Context: an optimization exercise on an open-source flow, tuned for small area and a short achievable clock period. The choices shown serve that exercise and are no tape-out recipe. At most, simulation tests tie the RTL to the original design; equivalence was not proved. Power is estimated from default activity; no workload was simulated.

==> inputs of v36 <==
## idStage
module idStage (
    input  logic                            clk,
    input  logic                            rst,
    input  mips_pkg::instrUnion             inst,
    input  logic [32-1:0]     pc,
    input  logic                            wbWriteEnable,
    input  logic [5-1:0] wbWriteAddr,
    input  logic [32-1:0]     wbWriteData,
    output logic [32-1:0]     rsValue,
    output logic [32-1:0]     rtValue,
    output logic [32-1:0]     extImm,
    output logic [32-1:0]     idData,
    output logic [32-1:0]     branchTarget,
    output logic                            branchTaken,
    output logic                            isBranch
);
    logic zeroB, signedExt, jumpReg, jumpImm, isLui, isSet, setImm, setSigned;
    logic cEq, cNe, cLtz, cGez, cLez, cGtz, cAlways;
    logic [32-1:0] rtRaw;      
    logic [32-1:0] immExt;
    logic data0Other, data0;
    logic [32-1:0] idDataOther;
    idController ctrl (
        .inst(inst), .zeroB(zeroB), .signedExt(signedExt), .isBranch(isBranch),
        .jumpReg(jumpReg), .jumpImm(jumpImm), .isLui(isLui), .isSet(isSet),
        .setImm(setImm), .setSigned(setSigned),
        .cEq(cEq), .cNe(cNe), .cLtz(cLtz), .cGez(cGez), .cLez(cLez), .cGtz(cGtz),
        .cAlways(cAlways)
    );
    regFile grf (
        .clk(clk), .rst(rst),
        .readAddrA(inst.rView.rs), .readAddrB(inst.rView.rt),
        .readDataA(rsValue), .readDataB(rtRaw),
        .writeEnable(wbWriteEnable), .writeAddr(wbWriteAddr), .writeData(wbWriteData)
    );
    assign rtValue = zeroB ? '0 : rtRaw;
    idComparer comparer (
        .a(rsValue), .b(rtRaw), .imm(immExt), .signedCmp(setSigned), .setImm(setImm),
        .isSet(isSet), .data0Other(data0Other),
        .cEq(cEq), .cNe(cNe), .cLtz(cLtz), .cGez(cGez), .cLez(cLez), .cGtz(cGtz),
  ...
==> module idLess, before the edit <==
module idLess (
    input  logic [32-1:0] a,
    input  logic [32-1:0] b,
    input  logic                        signedCmp,
    output logic                        lt
);
    localparam int W = 32;
    localparam int LV = $clog2(W);
    logic [LV:0][W-1:0] l, e;
    always_comb begin
        l[0] = ~a & b;
        e[0] = ~(a ^ b);
        l[0][W-1] = signedCmp ? (a[W-1] & ~b[W-1]) : (~a[W-1] & b[W-1]);
        for (int k = 0; k < LV; k++) begin
            for (int i = 0; i < W; i++) begin
                if (((i >> k) & 1) == 1) begin
                    l[k+1][i] = l[k][i] | (e[k][i] & l[k][((i >> k) << k) - 1]);
                    e[k+1][i] = e[k][i] & e[k][((i >> k) << k) - 1];
                end else begin
                    l[k+1][i] = l[k][i];
                    e[k+1][i] = e[k][i];
                end
            end
        end
    end
    assign lt = l[LV][W-1];
endmodule
==> module idNextPc, before the edit <==
module idNextPc (
    input  logic [25:0]                  index26,
    input  logic [32-1:0]  pc,
    input  logic                         signedExt,
    input  logic [32-1:0]  rsValue,
    input  logic                         jumpReg,
    input  logic                         jumpImm,
    output logic [32-1:0]  branchTarget
);
    logic [15:0] imm;
    logic [16:0] lowSum;     
    logic        negImm;
    logic [13:0] hi;         
    logic [13:0] hiInc;
    logic [13:0] hiDec;
    logic [3:0]  region;     
    logic [32-1:0] relTarget;
    assign imm    = index26[15:0];
    assign negImm = signedExt & imm[15];
    assign lowSum = {1'b0, pc[17:2]} + {1'b0, imm} + 17'd1;
    assign hiInc  = pc[31:18] + 14'd1;
    assign hiDec  = pc[31:18] - 14'd1;
    always_comb begin
        case ({lowSum[16], negImm})
            2'b10:   hi = hiInc;
            2'b01:   hi = hiDec;
            default: hi = pc[31:18];
        endcase
    end
    assign relTarget = {hi, lowSum[15:0], pc[1:0]};
    assign region    = pc[31:28] + {3'b0, &pc[27:2]};
    always_comb begin
        if (jumpReg) begin
            branchTarget = rsValue;
        end else if (jumpImm) begin
            branchTarget = {region, index26, 2'b00};
        end else begin
            branchTarget = relTarget;
        end
    end
endmodule
==> module regFile, before the edit <==
module regFile (
    input  logic                            clk,
    input  logic                            rst,
    input  logic [5-1:0] readAddrA,
    input  logic [5-1:0] readAddrB,
    output logic [32-1:0]     readDataA,
    output logic [32-1:0]     readDataB,
    input  logic                            writeEnable,
    input  logic [5-1:0] writeAddr,
    input  logic [32-1:0]     writeData
);
    localparam int N = 32;
    localparam int W = 32;
    logic [N-1:1][W-1:0] regs;
    logic [N-1:1][W-1:0] regsNext;
    logic [N-1:1]        wLive;    
    logic [N-1:1]        wSet;     
    logic [N-1:1]        wHold;    
    logic [N-1:1]        selA, selB;
    logic                bypA, bypB;
    logic [3:0] nAh, nBh, nWh;
    logic [7:0] nAl, nBl, nWl;
    rfPredec2 pah (.a(readAddrA[4:3]),  .en(1'b1),        .n(nAh));
    rfPredec3 pal (.a(readAddrA[2:0]),  .n(nAl));
    rfPredec2 pbh (.a(readAddrB[4:3]),  .en(1'b1),        .n(nBh));
    rfPredec3 pbl (.a(readAddrB[2:0]),  .n(nBl));
    rfPredec2 pwh (.a(writeAddr[4:3]),  .en(writeEnable), .n(nWh));
    rfPredec3 pwl (.a(writeAddr[2:0]),  .n(nWl));
    for (genvar i = 1; i < N; i++) begin : g_dec
        rfNor2 wl (.a(nWh[i / 8]), .b(nWl[i % 8]), .y(wLive[i]));
        rfNor3 sa (.a(nAh[i / 8]), .b(nAl[i % 8]), .c(wLive[i]), .y(selA[i]));
        rfNor3 sb (.a(nBh[i / 8]), .b(nBl[i % 8]), .c(wLive[i]), .y(selB[i]));
    end
    assign bypA = writeEnable && (writeAddr == readAddrA) && (readAddrA != '0);
    assign bypB = writeEnable && (writeAddr == readAddrB) && (readAddrB != '0);
    assign wSet  = wLive & {(N-1){~rst}};
    assign wHold = ~wLive & {(N-1){~rst}};
    for (genvar i = 1; i < N; i++) begin : g_row
        for (genvar j = 0; j < W; j++) begin : g_bit
            rfHoldBit hb (.q(regs[i][j]), .hold(wHold[i]), .d(writeData[j]), .set(wSet[i]),
                          .y(regsNext[i][j]));
        end
    end
    always_ff @(posedge clk) begin
        regs <= regsNext;
    end
    for (genvar j = 0; j < W; j++) begin : g_read
        logic [N-2:0] col;
        for (genvar i = 1; i < N; i++) begin : g_col
            assign col[i-1] = regs[i][j];
        end
        rfReadBit ra (.d(col), .sel(selA), .wd(writeData[j]), .byp(bypA), .y(readDataA[j]));
        rfReadBit rb (.d(col), .sel(selB), .wd(writeData[j]), .byp(bypB), .y(readDataB[j]));
    end
endmodule
==> module rfReadBit, before the edit <==
module rfReadBit (
    input  logic [32-2:0] d,
    input  logic [32-2:0] sel,
    input  logic                       wd,
    input  logic                       byp,
    output logic                       y
);
    logic [31:0] dAll, sAll;
    logic [3:0]  grp;
    assign dAll = {wd, d};
    assign sAll = {byp, sel};
    for (genvar g = 0; g < 4; g++) begin : g_grp
        rfRead8 r8 (.d(dAll[8*g +: 8]), .sel(sAll[8*g +: 8]), .y(grp[g]));
    end
    assign y = ~(~(grp[0] | grp[1]) & ~(grp[2] | grp[3]));
endmodule
==> module rfPredec2, before the edit <==
module rfPredec2 (
    input  logic [1:0] a,
    input  logic       en,
    output logic [3:0] n
);
    for (genvar k = 0; k < 4; k++) begin : g_k
        assign n[k] = ~(en && a == k);
    end
endmodule
==> module rfPredec3, before the edit <==
module rfPredec3 (
    input  logic [2:0] a,
    output logic [7:0] n
);
    for (genvar k = 0; k < 8; k++) begin : g_k
        assign n[k] = ~(a == k);
    end
endmodule
Settings: LEC_CHECK=0, CAP_MARGIN=20, CORE_MARGIN=2, CORE_UTILIZATION=50, CTS_BUF_LIST=sky130_fd_sc_hd__clkbuf_4 sky130_fd_sc_hd__clkbuf_8, SETUP_SLACK_MARGIN=0.2, SLEW_MARGIN=20, SYNTH_HIERARCHICAL=1; clock period 11.0 ns.
run.sh (not shown) runs the stock make flow with config.mk's settings and CLKGATE_MAP_FILE= SYNTH_SCRIPT=/design/flow/synth_recipe.tcl, a recipe that flattens the netlist after the stock synthesis.
==> v20: changes against v36 <==
--- a/flow/design.v
+++ b/flow/design.v
@@ -154,5 +154,5 @@
 );
     localparam int W = 32;
-    localparam int LV = $clog2(W);
+    localparam int LV = 5;   
     logic [LV:0][W-1:0] l, e;
     always_comb begin
@@ -208,25 +208,15 @@
 );
     logic [15:0] imm;
-    logic [16:0] lowSum;     
+    logic [15:0] lowSum;
+    logic        carry;
     logic        negImm;
-    logic [13:0] hi;         
-    logic [13:0] hiInc;
-    logic [13:0] hiDec;
+    logic [13:0] hiCarry;    
+    logic [13:0] hiNoCarry;  
     logic [3:0]  region;     
-    logic [32-1:0] relTarget;
     assign imm    = index26[15:0];
     assign negImm = signedExt & imm[15];
-    assign lowSum = {1'b0, pc[17:2]} + {1'b0, imm} + 17'd1;
-    assign hiInc  = pc[31:18] + 14'd1;
-    assign hiDec  = pc[31:18] - 14'd1;
-    always_comb begin
-        case ({lowSum[16], negImm})
-            2'b10:   hi = hiInc;
-            2'b01:   hi = hiDec;
-            default: hi = pc[31:18];
-        endcase
-    end
-    assign relTarget = {hi, lowSum[15:0], pc[1:0]};
-    assign region    = pc[31:28] + {3'b0, &pc[27:2]};
+    idLowAdd lowAdd (.a(pc[17:2]), .b(imm), .sum(lowSum), .carry(carry));
+    idHiAdjust hiAdj (.hi(pc[31:18]), .neg(negImm), .hiCarry(hiCarry), .hiNoCarry(hiNoCarry));
+    idRegion reg4 (.pc(pc[31:2]), .region(region));
     always_comb begin
         if (jumpReg) begin
@@ -235,8 +225,34 @@
             branchTarget = {region, index26, 2'b00};
         end else begin
-            branchTarget = relTarget;
+            branchTarget = {carry ? hiCarry : hiNoCarry, lowSum, pc[1:0]};
         end
     end
 endmodule
+module idLowAdd (
+    input  logic [15:0] a,
+    input  logic [15:0] b,
+    output logic [15:0] sum,
+    output logic        carry
+);
+    assign {carry, sum} = {1'b0, a} + {1'b0, b} + 17'd1;
+endmodule
+module idHiAdjust (
+    input  logic [13:0] hi,
+    input  logic        neg,
+    output logic [13:0] hiCarry,
+    output logic [13:0] hiNoCarry
+);
+    logic [13:0] inc, dec;
+    assign inc       = hi + 14'd1;
+    assign dec       = hi - 14'd1;
+    assign hiCarry   = neg ? hi  : inc;
+    assign hiNoCarry = neg ? dec : hi;
+endmodule
+module idRegion (
+    input  logic [29:0] pc,      
+    output logic [3:0]  region
+);
+    assign region = pc[29:26] + {3'b0, &pc[25:0]};
+endmodule
 `timescale 1ns/100ps
 module regFile (
@@ -258,5 +274,5 @@
     logic [N-1:1]        wSet;     
     logic [N-1:1]        wHold;    
-    logic [N-1:1]        selA, selB;
+    logic [1:0][N-1:1]   selA, selB;     
     logic                bypA, bypB;
     logic [3:0] nAh, nBh, nWh;
@@ -270,6 +286,8 @@
     for (genvar i = 1; i < N; i++) begin : g_dec
         rfNor2 wl (.a(nWh[i / 8]), .b(nWl[i % 8]), .y(wLive[i]));
-        rfNor3 sa (.a(nAh[i / 8]), .b(nAl[i % 8]), .c(wLive[i]), .y(selA[i]));
-        rfNor3 sb (.a(nBh[i / 8]), .b(nBl[i % 8]), .c(wLive[i]), .y(selB[i]));
+        for (genvar h = 0; h < 2; h++) begin : g_half
+            rfNor3 sa (.a(nAh[i / 8]), .b(nAl[i % 8]), .c(wLive[i]), .y(selA[h][i]));
+            rfNor3 sb (.a(nBh[i / 8]), .b(nBl[i % 8]), .c(wLive[i]), .y(selB[h][i]));
+        end
     end
     assign bypA = writeEnable && (writeAddr == readAddrA) && (readAddrA != '0);
@@ -291,6 +309,8 @@
             assign col[i-1] = regs[i][j];
         end
-        rfReadBit ra (.d(col), .sel(selA), .wd(writeData[j]), .byp(bypA), .y(readDataA[j]));
-        rfReadBit rb (.d(col), .sel(selB), .wd(writeData[j]), .byp(bypB), .y(readDataB[j]));
+        rfReadBit ra (.d(col), .sel(selA[j / 16]), .wd(writeData[j]), .byp(bypA),
+                      .y(readDataA[j]));
+        rfReadBit rb (.d(col), .sel(selB[j / 16]), .wd(writeData[j]), .byp(bypB),
+                      .y(readDataB[j]));
     end
 endmodule
@@ -318,5 +338,8 @@
         rfRead8 r8 (.d(dAll[8*g +: 8]), .sel(sAll[8*g +: 8]), .y(grp[g]));
     end
-    assign y = ~(~(grp[0] | grp[1]) & ~(grp[2] | grp[3]));
+    logic lo, hi;
+    rfNor2  o01 (.a(grp[0]), .b(grp[1]), .y(lo));
+    rfNor2  o23 (.a(grp[2]), .b(grp[3]), .y(hi));
+    rfNand2 oAll (.a(lo), .b(hi), .y(y));
 endmodule
 module rfRead8 (
@@ -332,7 +355,11 @@
     output logic [3:0] n
 );
-    for (genvar k = 0; k < 4; k++) begin : g_k
-        assign n[k] = ~(en && a == k);
-    end
+    logic [1:0] an;
+    rfInv i0 (.a(a[0]), .y(an[0]));
+    rfInv i1 (.a(a[1]), .y(an[1]));
+    rfNand3 d0 (.a(en), .b(an[1]), .c(an[0]), .y(n[0]));
+    rfNand3 d1 (.a(en), .b(an[1]), .c(a[0]),  .y(n[1]));
+    rfNand3 d2 (.a(en), .b(a[1]),  .c(an[0]), .y(n[2]));
+    rfNand3 d3 (.a(en), .b(a[1]),  .c(a[0]),  .y(n[3]));
 endmodule
 module rfPredec3 (
@@ -340,8 +367,27 @@
     output logic [7:0] n
 );
+    logic [2:0] an;
+    for (genvar b = 0; b < 3; b++) begin : g_inv
+        rfInv ib (.a(a[b]), .y(an[b]));
+    end
     for (genvar k = 0; k < 8; k++) begin : g_k
-        assign n[k] = ~(a == k);
+        rfNand3 dk (.a(k[2] ? a[2] : an[2]), .b(k[1] ? a[1] : an[1]), .c(k[0] ? a[0] : an[0]),
+                    .y(n[k]));
     end
 endmodule
+module rfInv (
+    input  logic a,
+    output logic y
+);
+    assign y = ~a;
+endmodule
+module rfNand3 (
+    input  logic a,
+    input  logic b,
+    input  logic c,
+    output logic y
+);
+    assign y = ~(a & b & c);
+endmodule
 module rfNor2 (
     input  logic a,
@@ -351,4 +397,11 @@
     assign y = ~(a | b);
 endmodule
+module rfNand2 (
+    input  logic a,
+    input  logic b,
+    output logic y
+);
+    assign y = ~(a & b);
+endmodule
 module rfNor3 (
     input  logic a,
==> flow/flow/run.sh (new file) <==
#!/bin/bash
# Layout flow: the standard ORFS flow (standard.sh, which also runs the
# standard synthesis), with two changes:
#  - the buffers that buffer_ports puts on every input and output port are
#    plain buf_2 cells instead of the delay cells it picks by default;
#  - clock tree synthesis clusters up to 20 sinks per leaf buffer and
#    inserts no dummy loads, for a smaller clock tree.
# make's full output goes to flow_make.log here; each ORFS step's log stays
# under orfs/logs/.
set -euo pipefail
bash standard.sh \
    "BUFFER_PORTS_ARGS=-buffer_cell sky130_fd_sc_hd__buf_2" \
    "CTS_ARGS=-sink_clustering_enable -repair_clock_nets -sink_clustering_size 20 -sink_clustering_max_diameter 100 -dont_use_dummy_load" \
    finish > flow_make.log 2>&1
==> flow/standard.sh (new file) <==
#!/bin/bash
# synth_recipe.tcl (not shown) runs the flow's synth.tcl, then flattens the netlist and writes it again
# the make line also repeats each setting of config.mk as NAME=value (left out here)
make -C /OpenROAD-flow-scripts/flow DESIGN_CONFIG=/design/flow/config.mk WORK_HOME=/design/flow/orfs CLKGATE_MAP_FILE= SYNTH_SCRIPT=/design/flow/synth_recipe.tcl "${@:-finish}"
--- a/flow/config.mk
+++ b/flow/config.mk
@@ -9,6 +9,6 @@
 export CORE_MARGIN = 2
 export CORE_UTILIZATION = 50
-export CTS_BUF_LIST = sky130_fd_sc_hd__clkbuf_4 sky130_fd_sc_hd__clkbuf_8
-export SETUP_SLACK_MARGIN = 0.2
+export SETUP_SLACK_MARGIN = 2.6
 export SLEW_MARGIN = 20
 export SYNTH_HIERARCHICAL = 1
+export TNS_END_PERCENT = 10
removed: flow/run.sh
==> v7: changes against v36 <==
--- a/flow/design.v
+++ b/flow/design.v
@@ -318,5 +318,8 @@
         rfRead8 r8 (.d(dAll[8*g +: 8]), .sel(sAll[8*g +: 8]), .y(grp[g]));
     end
-    assign y = ~(~(grp[0] | grp[1]) & ~(grp[2] | grp[3]));
+    logic lo, hi;
+    rfNor2  o01 (.a(grp[0]), .b(grp[1]), .y(lo));
+    rfNor2  o23 (.a(grp[2]), .b(grp[3]), .y(hi));
+    rfNand2 oAll (.a(lo), .b(hi), .y(y));
 endmodule
 module rfRead8 (
@@ -351,4 +354,11 @@
     assign y = ~(a | b);
 endmodule
+module rfNand2 (
+    input  logic a,
+    input  logic b,
+    output logic y
+);
+    assign y = ~(a & b);
+endmodule
 module rfNor3 (
     input  logic a,
==> flow/flow/run.sh (new file) <==
#!/bin/bash
# Layout flow: the standard ORFS flow (standard.sh, which also runs the
# standard synthesis), with one change: the buffers that buffer_ports puts on
# every input and output port are plain buf_2 cells instead of the delay
# cells it picks by default. make's full output goes to flow_make.log here;
# each ORFS step's log stays under orfs/logs/.
set -euo pipefail
bash standard.sh "BUFFER_PORTS_ARGS=-buffer_cell sky130_fd_sc_hd__buf_2" finish \
    > flow_make.log 2>&1
==> flow/standard.sh (new file) <==
#!/bin/bash
# synth_recipe.tcl (not shown) runs the flow's synth.tcl, then flattens the netlist and writes it again
# the make line also repeats each setting of config.mk as NAME=value (left out here)
make -C /OpenROAD-flow-scripts/flow DESIGN_CONFIG=/design/flow/config.mk WORK_HOME=/design/flow/orfs CLKGATE_MAP_FILE= SYNTH_SCRIPT=/design/flow/synth_recipe.tcl "${@:-finish}"
--- a/flow/config.mk
+++ b/flow/config.mk
@@ -9,6 +9,5 @@
 export CORE_MARGIN = 2
 export CORE_UTILIZATION = 50
-export CTS_BUF_LIST = sky130_fd_sc_hd__clkbuf_4 sky130_fd_sc_hd__clkbuf_8
-export SETUP_SLACK_MARGIN = 0.2
+export SETUP_SLACK_MARGIN = 3
 export SLEW_MARGIN = 20
 export SYNTH_HIERARCHICAL = 1
removed: flow/run.sh
==> v23: changes against v36 <==
--- a/flow/design.v
+++ b/flow/design.v
@@ -154,5 +154,5 @@
 );
     localparam int W = 32;
-    localparam int LV = $clog2(W);
+    localparam int LV = 5;   
     logic [LV:0][W-1:0] l, e;
     always_comb begin
@@ -318,5 +318,8 @@
         rfRead8 r8 (.d(dAll[8*g +: 8]), .sel(sAll[8*g +: 8]), .y(grp[g]));
     end
-    assign y = ~(~(grp[0] | grp[1]) & ~(grp[2] | grp[3]));
+    logic lo, hi;
+    rfNor2  o01 (.a(grp[0]), .b(grp[1]), .y(lo));
+    rfNor2  o23 (.a(grp[2]), .b(grp[3]), .y(hi));
+    rfNand2 oAll (.a(lo), .b(hi), .y(y));
 endmodule
 module rfRead8 (
@@ -332,7 +335,11 @@
     output logic [3:0] n
 );
-    for (genvar k = 0; k < 4; k++) begin : g_k
-        assign n[k] = ~(en && a == k);
-    end
+    logic [1:0] an;
+    rfInv i0 (.a(a[0]), .y(an[0]));
+    rfInv i1 (.a(a[1]), .y(an[1]));
+    rfNand3 d0 (.a(en), .b(an[1]), .c(an[0]), .y(n[0]));
+    rfNand3 d1 (.a(en), .b(an[1]), .c(a[0]),  .y(n[1]));
+    rfNand3 d2 (.a(en), .b(a[1]),  .c(an[0]), .y(n[2]));
+    rfNand3 d3 (.a(en), .b(a[1]),  .c(a[0]),  .y(n[3]));
 endmodule
 module rfPredec3 (
@@ -340,8 +347,27 @@
     output logic [7:0] n
 );
+    logic [2:0] an;
+    for (genvar b = 0; b < 3; b++) begin : g_inv
+        rfInv ib (.a(a[b]), .y(an[b]));
+    end
     for (genvar k = 0; k < 8; k++) begin : g_k
-        assign n[k] = ~(a == k);
+        rfNand3 dk (.a(k[2] ? a[2] : an[2]), .b(k[1] ? a[1] : an[1]), .c(k[0] ? a[0] : an[0]),
+                    .y(n[k]));
     end
 endmodule
+module rfInv (
+    input  logic a,
+    output logic y
+);
+    assign y = ~a;
+endmodule
+module rfNand3 (
+    input  logic a,
+    input  logic b,
+    input  logic c,
+    output logic y
+);
+    assign y = ~(a & b & c);
+endmodule
 module rfNor2 (
     input  logic a,
@@ -351,4 +377,11 @@
     assign y = ~(a | b);
 endmodule
+module rfNand2 (
+    input  logic a,
+    input  logic b,
+    output logic y
+);
+    assign y = ~(a & b);
+endmodule
 module rfNor3 (
     input  logic a,
==> flow/flow/run.sh (new file) <==
#!/bin/bash
# Layout flow: the standard ORFS flow (standard.sh, which also runs the
# standard synthesis), with two changes:
#  - the buffers that buffer_ports puts on every input and output port are
#    plain buf_2 cells instead of the delay cells it picks by default;
#  - clock tree synthesis clusters up to 20 sinks per leaf buffer and
#    inserts no dummy loads, for a smaller clock tree.
# make's full output goes to flow_make.log here; each ORFS step's log stays
# under orfs/logs/.
set -euo pipefail
bash standard.sh \
    "BUFFER_PORTS_ARGS=-buffer_cell sky130_fd_sc_hd__buf_2" \
    "CTS_ARGS=-sink_clustering_enable -repair_clock_nets -sink_clustering_size 20 -sink_clustering_max_diameter 100 -dont_use_dummy_load" \
    finish > flow_make.log 2>&1
==> flow/standard.sh (new file) <==
#!/bin/bash
# synth_recipe.tcl (not shown) runs the flow's synth.tcl, then flattens the netlist and writes it again
# the make line also repeats each setting of config.mk as NAME=value (left out here)
make -C /OpenROAD-flow-scripts/flow DESIGN_CONFIG=/design/flow/config.mk WORK_HOME=/design/flow/orfs CLKGATE_MAP_FILE= SYNTH_SCRIPT=/design/flow/synth_recipe.tcl "${@:-finish}"
--- a/flow/config.mk
+++ b/flow/config.mk
@@ -9,6 +9,6 @@
 export CORE_MARGIN = 2
 export CORE_UTILIZATION = 50
-export CTS_BUF_LIST = sky130_fd_sc_hd__clkbuf_4 sky130_fd_sc_hd__clkbuf_8
-export SETUP_SLACK_MARGIN = 0.2
+export SETUP_SLACK_MARGIN = 3
 export SLEW_MARGIN = 20
 export SYNTH_HIERARCHICAL = 1
+export TNS_END_PERCENT = 10
removed: flow/run.sh
==> notes <==
v7 went through all stages and came out clean. v20 ran to the end with no violations. v36 finished with timing, DRC and antenna clean. v23 went through all stages and came out clean.
Critical path depth: v20 < v36 < v7 < v23.
Against v23, the clock-buffer cell count of v7 is higher by 99.
In v36 the hold slack is lower than in v20, by 0.0058 ns.
Cell area: v7 > v23 > v20 > v36.
Clock power, highest first: v7, v36, v20, v23.
Core utilization, lowest first: v20, v36, v23, v7.
For v36, v7 and v23, only the layout was checked, not whether the RTL still works.

==> afterwards: timing with drivers on the ports <==
Ports are ideal in the flow. The routed layouts listed here were re-timed in OpenROAD. Step 1 assumes that a clkbuf_16 drives the clock port and a buf_2 every other input. Step 2 moves the port delays by t, midway between the first and last clock arrival at a register: inputs arrive t later, outputs are due t later. That takes back most of the time a late clock gives input paths. Three values: ideal ports, drivers, drivers and shift; two values: the first two.
| run | t (ns) | setup WS [ns] | worst register clock-pin slew, ns | worst data-port slew with drivers (ns) | pins driven straight from the clock port |
|---|---|---|---|---|---|
| v36 | 0.932 | 0.549 / 0.458 / 0.458 | 0.07 / 0.07 | 0.13 | 1 |
| v20 | 0.748 | 2.503 / 2.427 / 2.427 | 0.10 / 0.10 | 0.12 | 1 |
| v7 | 0.776 | 2.466 / 2.271 / 2.271 | 0.07 / 0.07 | 0.23 | 1 |
| v23 | 0.756 | 2.344 / 2.231 / 2.231 | 0.09 / 0.09 | 0.17 | 1 |
After both steps setup and hold are still met in every run listed. The setup slack of v7, which loses most, moves by -0.195 ns with the drivers and by -0.195 ns with both steps.
